Context: an optimization exercise on an open-source flow, tuned for small area, a short achievable clock period and few clock cycles per item. The choices shown serve that exercise and are no tape-out recipe.
The RTL was checked by simulation tests, not by an equivalence proof against the original design.

==> v21: inputs <==
## bfu_dif_pipe
module bfu_dif_pipe (
  input  logic               clk,
  input  logic               rst,
  input  logic               in_valid,
  output logic               in_ready,
  input  logic               scale,
  input  logic signed [15:0] a_re,
  input  logic signed [15:0] a_im,
  input  logic signed [15:0] b_re,
  input  logic signed [15:0] b_im,
  input  logic signed [15:0] tw_re,
  input  logic signed [15:0] tw_im,
  output logic               out_valid,
  input  logic               out_ready,
  output logic signed [15:0] x_re,
  output logic signed [15:0] x_im,
  output logic signed [15:0] y_re,
  output logic signed [15:0] y_im
);
clock: 8.0 ns
lec_check: 0
abc_area: 1
cap_margin: 20
core_margin: 2
core_utilization: 60
setup_slack_margin: 4
slew_margin: 20
synth_hierarchical: 1
run.sh (not shown) runs the stock make flow with config.mk's settings and CLKGATE_MAP_FILE= SYNTH_SCRIPT=/design/flow/synth_recipe.tcl, a recipe that flattens the netlist after the stock synthesis.
==> v39 (differences from v21) <==
--- a/flow/config.mk
+++ b/flow/config.mk
@@ -10,3 +10,3 @@
 export CORE_MARGIN = 2
-export CORE_UTILIZATION = 60
+export CORE_UTILIZATION = 40
 export SETUP_SLACK_MARGIN = 4
==> v28 (differences from v21) <==
==> flow/flow/run.sh (new file) <==
#!/bin/bash
# Own layout flow: the standard flow (standard.sh: standard synthesis,
# floorplan, placement, CTS, routing, finish) with one change: the buffer that
# port buffering puts on every input and output port is
# sky130_fd_sc_hd__buf_2 instead of buffer_ports' default choice
# (clkdlybuf4s50_1, a slower and larger delay buffer).
cp standard.sh standard_sh.txt
export BUFFER_PORTS_ARGS="-buffer_cell sky130_fd_sc_hd__buf_2"
bash standard.sh > standard.log 2>&1
status=$?
grep -h "RSZ-002[78]" orfs/logs/*/*/*/3_3_place_gp.log > port_buffers.log 2>&1
exit $status
==> flow/standard.sh (new file) <==
#!/bin/bash
# synth_recipe.tcl (not shown) runs the flow's synth.tcl, then flattens the netlist and writes it again
# the make line also repeats each setting of config.mk as NAME=value (left out here)
make -C /OpenROAD-flow-scripts/flow DESIGN_CONFIG=/design/flow/config.mk WORK_HOME=/design/flow/orfs CLKGATE_MAP_FILE= SYNTH_SCRIPT=/design/flow/synth_recipe.tcl "${@:-finish}"
--- a/flow/config.mk
+++ b/flow/config.mk
@@ -11,2 +11,4 @@
 export CORE_UTILIZATION = 60
+export CTS_CLUSTER_DIAMETER = 100
+export CTS_CLUSTER_SIZE = 20
 export SETUP_SLACK_MARGIN = 4
removed: flow/run.sh
==> flow_summary.toml <==
[cts]
cts_buffers = 48
htreeDepth = 2

[setup_path]
crit_path_end = "yre_r2_18$_DFFE_PP_"
cp_num_cells = 10

[finish]
fillers = 4974

[routing]
first_iter_violations = 3409

[sta]
period_minus_slack_ns = 3.97
tightest_slew_ns = 1.30

[floorplan]
rows = 94

[run_status]
status = "no timing/DRC/antenna violations"

[grt]
grt_pass1_wl_mm = 190
the above is filed under v21

==> flow_summary.toml <==
[setup_path]
crit_path_end = "yim_r2_17$_DFFE_PP_"
arrival_ns = 4.41
cp_num_cells = 9

[sta]
tightest_slew_ns = 1.16
timing.hold.ws_ns = 0.412
period_minus_slack_ns = 4.04
timing.final.ws_setup_ns = 3.96

[cts]
ctsLongestPathBuffers = 3

[run_status]
status = "no timing/DRC/antenna violations"

[routing]
routedWlPerCell_um = 26.2

[grt]
grt_pass1_wl_mm = 188
the above is filed under v28

==> flow_summary.toml <==
[routing]
vias_per_cell = 5.70
first_iter_violations = 2898

[cts]
htreeDepth = 2

[floorplan]
rows = 115

[run_status]
status = "no timing/DRC/antenna violations"

[finish]
nClkBuffers = 68
fillers = 9185
sh_seq_area = 0.252

[sta]
period_minus_slack_ns = 4.01

[grt]
grt_pass1_wl_mm = 190

[setup_path]
crit_path_end = "yim_r2_12$_DFFE_PP_"
the above is filed under v39

Testbench counts of v21, summed over its fixed seeds: cycles 12,024, items 12,000.
Testbench counts of v39, summed over its fixed seeds: cycles 12,024, items 12,000.
Testbench counts of v28, summed over its fixed seeds: cycles 12,024, items 12,000.

==> v8 <==
bfu_dif_pipe again, from the RTL that the note above started with.
// bfu_dif_pipe
module bfu_dif_pipe (
  input  logic               clk,
  input  logic               rst,
  input  logic               in_valid,
  output logic               in_ready,
  input  logic               scale,
  input  logic signed [15:0] a_re,
  input  logic signed [15:0] a_im,
  input  logic signed [15:0] b_re,
  input  logic signed [15:0] b_im,
  input  logic signed [15:0] tw_re,
  input  logic signed [15:0] tw_im,
  output logic               out_valid,
  input  logic               out_ready,
  output logic signed [15:0] x_re,
  output logic signed [15:0] x_im,
  output logic signed [15:0] y_re,
  output logic signed [15:0] y_im
);
export LEC_CHECK = 0
export ABC_AREA = 1
export CAP_MARGIN = 20
export CORE_MARGIN = 2
export CORE_UTILIZATION = 60
export SETUP_SLACK_MARGIN = 4
export SLEW_MARGIN = 20
export SYNTH_HIERARCHICAL = 1
create_clock -name core_clock -period 8.0 [get_ports {clk}]
standard.sh (not shown) runs the stock make flow with config.mk's settings and CLKGATE_MAP_FILE= SYNTH_SCRIPT=/design/flow/synth_recipe.tcl, a recipe that flattens the netlist after the stock synthesis.
==> flow/flow/run.sh <==
#!/bin/bash
# Own layout flow: the standard flow (standard.sh: standard synthesis,
# floorplan, placement, CTS, routing, finish) with one change: the buffer that
# port buffering puts on every input and output port is
# sky130_fd_sc_hd__buf_2 instead of buffer_ports' default choice
# (clkdlybuf4s50_1, a slower and larger delay buffer).
cp standard.sh standard_sh.txt
export BUFFER_PORTS_ARGS="-buffer_cell sky130_fd_sc_hd__buf_2"
bash standard.sh > standard.log 2>&1
status=$?
grep -h "RSZ-002[78]" orfs/logs/*/*/*/3_3_place_gp.log > port_buffers.log 2>&1
exit $status
==> inputs of v14, as changes to v8 <==
==> flow/run.sh (new file) <==
#!/bin/bash
# synth_recipe.tcl (not shown) runs the flow's synth.tcl, then flattens the netlist and writes it again
# the make line also repeats each setting of config.mk as NAME=value (left out here)
make -C /OpenROAD-flow-scripts/flow DESIGN_CONFIG=/design/flow/config.mk WORK_HOME=/design/flow/orfs CLKGATE_MAP_FILE= SYNTH_SCRIPT=/design/flow/synth_recipe.tcl finish
--- a/flow/config.mk
+++ b/flow/config.mk
@@ -9,6 +9,8 @@
 export CAP_MARGIN = 20
 export CORE_MARGIN = 2
 export CORE_UTILIZATION = 60
+export CTS_CLUSTER_DIAMETER = 100
+export CTS_CLUSTER_SIZE = 20
 export SETUP_SLACK_MARGIN = 4
 export SLEW_MARGIN = 20
 export SYNTH_HIERARCHICAL = 1
removed: flow/flow/run.sh
removed: flow/standard.sh
==> summary of the runs <==
- In v8 the final cell count is higher than in v14, by about 0.36%.
- Area after synthesis is the same in v14 and v8.
- Flip-flop and latch count is the same in v8 and v14.
- In die area, v14 and v8 do not differ.
- Register-to-register slack: v8 is higher than v14 (40 ps).
Testbench counts of v8, summed over its fixed seeds: cycles 12,024, items 12,000.
Testbench counts of v14, summed over its fixed seeds: cycles 12,024, items 12,000.

## re-timing with driven ports
The flow's constraints put no driver on any port. The routed layouts listed below were extracted and timed again, unchanged, in two steps.
Step 1 (the two cells are an assumption about what drives the block):
set clk [get_ports {clk}]
set_driving_cell -lib_cell sky130_fd_sc_hd__clkbuf_16 $clk
set_driving_cell -lib_cell sky130_fd_sc_hd__buf_2 [delete_from_list [all_inputs] $clk]
Step 2 moves the port delays by t, midway between the first and last clock arrival at a register: inputs arrive t later, outputs are due t later. That takes back most of the time a late clock gives input paths.
a / b / c = no drivers / after step 1 / after step 2; a / b = the first two.
| run | t, ns | setup slack, ns | worst hold slack (ns) | clock arrival spread, ns |
|---|---|---|---|---|
| v21 | 0.665 | 4.028 / 4.028 / 3.551 | 0.417 / 0.417 / 0.417 | 0.030 / 0.030 |
| v39 | 0.686 | 3.988 / 3.988 / 3.582 | 0.414 / 0.414 / 0.414 | 0.028 / 0.028 |
| v28 | 0.711 | 3.960 / 3.960 / 3.510 | 0.412 / 0.412 / 0.412 | 0.040 / 0.040 |
| v8 | 0.663 | 4.027 / 4.027 / 3.595 | 0.409 / 0.409 / 0.409 | 0.034 / 0.033 |
| v14 | 0.692 | 3.991 / 3.991 / 3.515 | 0.421 / 0.421 / 0.421 | 0.028 / 0.028 |
After both steps every run listed still meets setup and hold. For v21, which loses most, drivers alone change the setup slack by 0.000 ns; drivers and shift together by -0.477 ns.
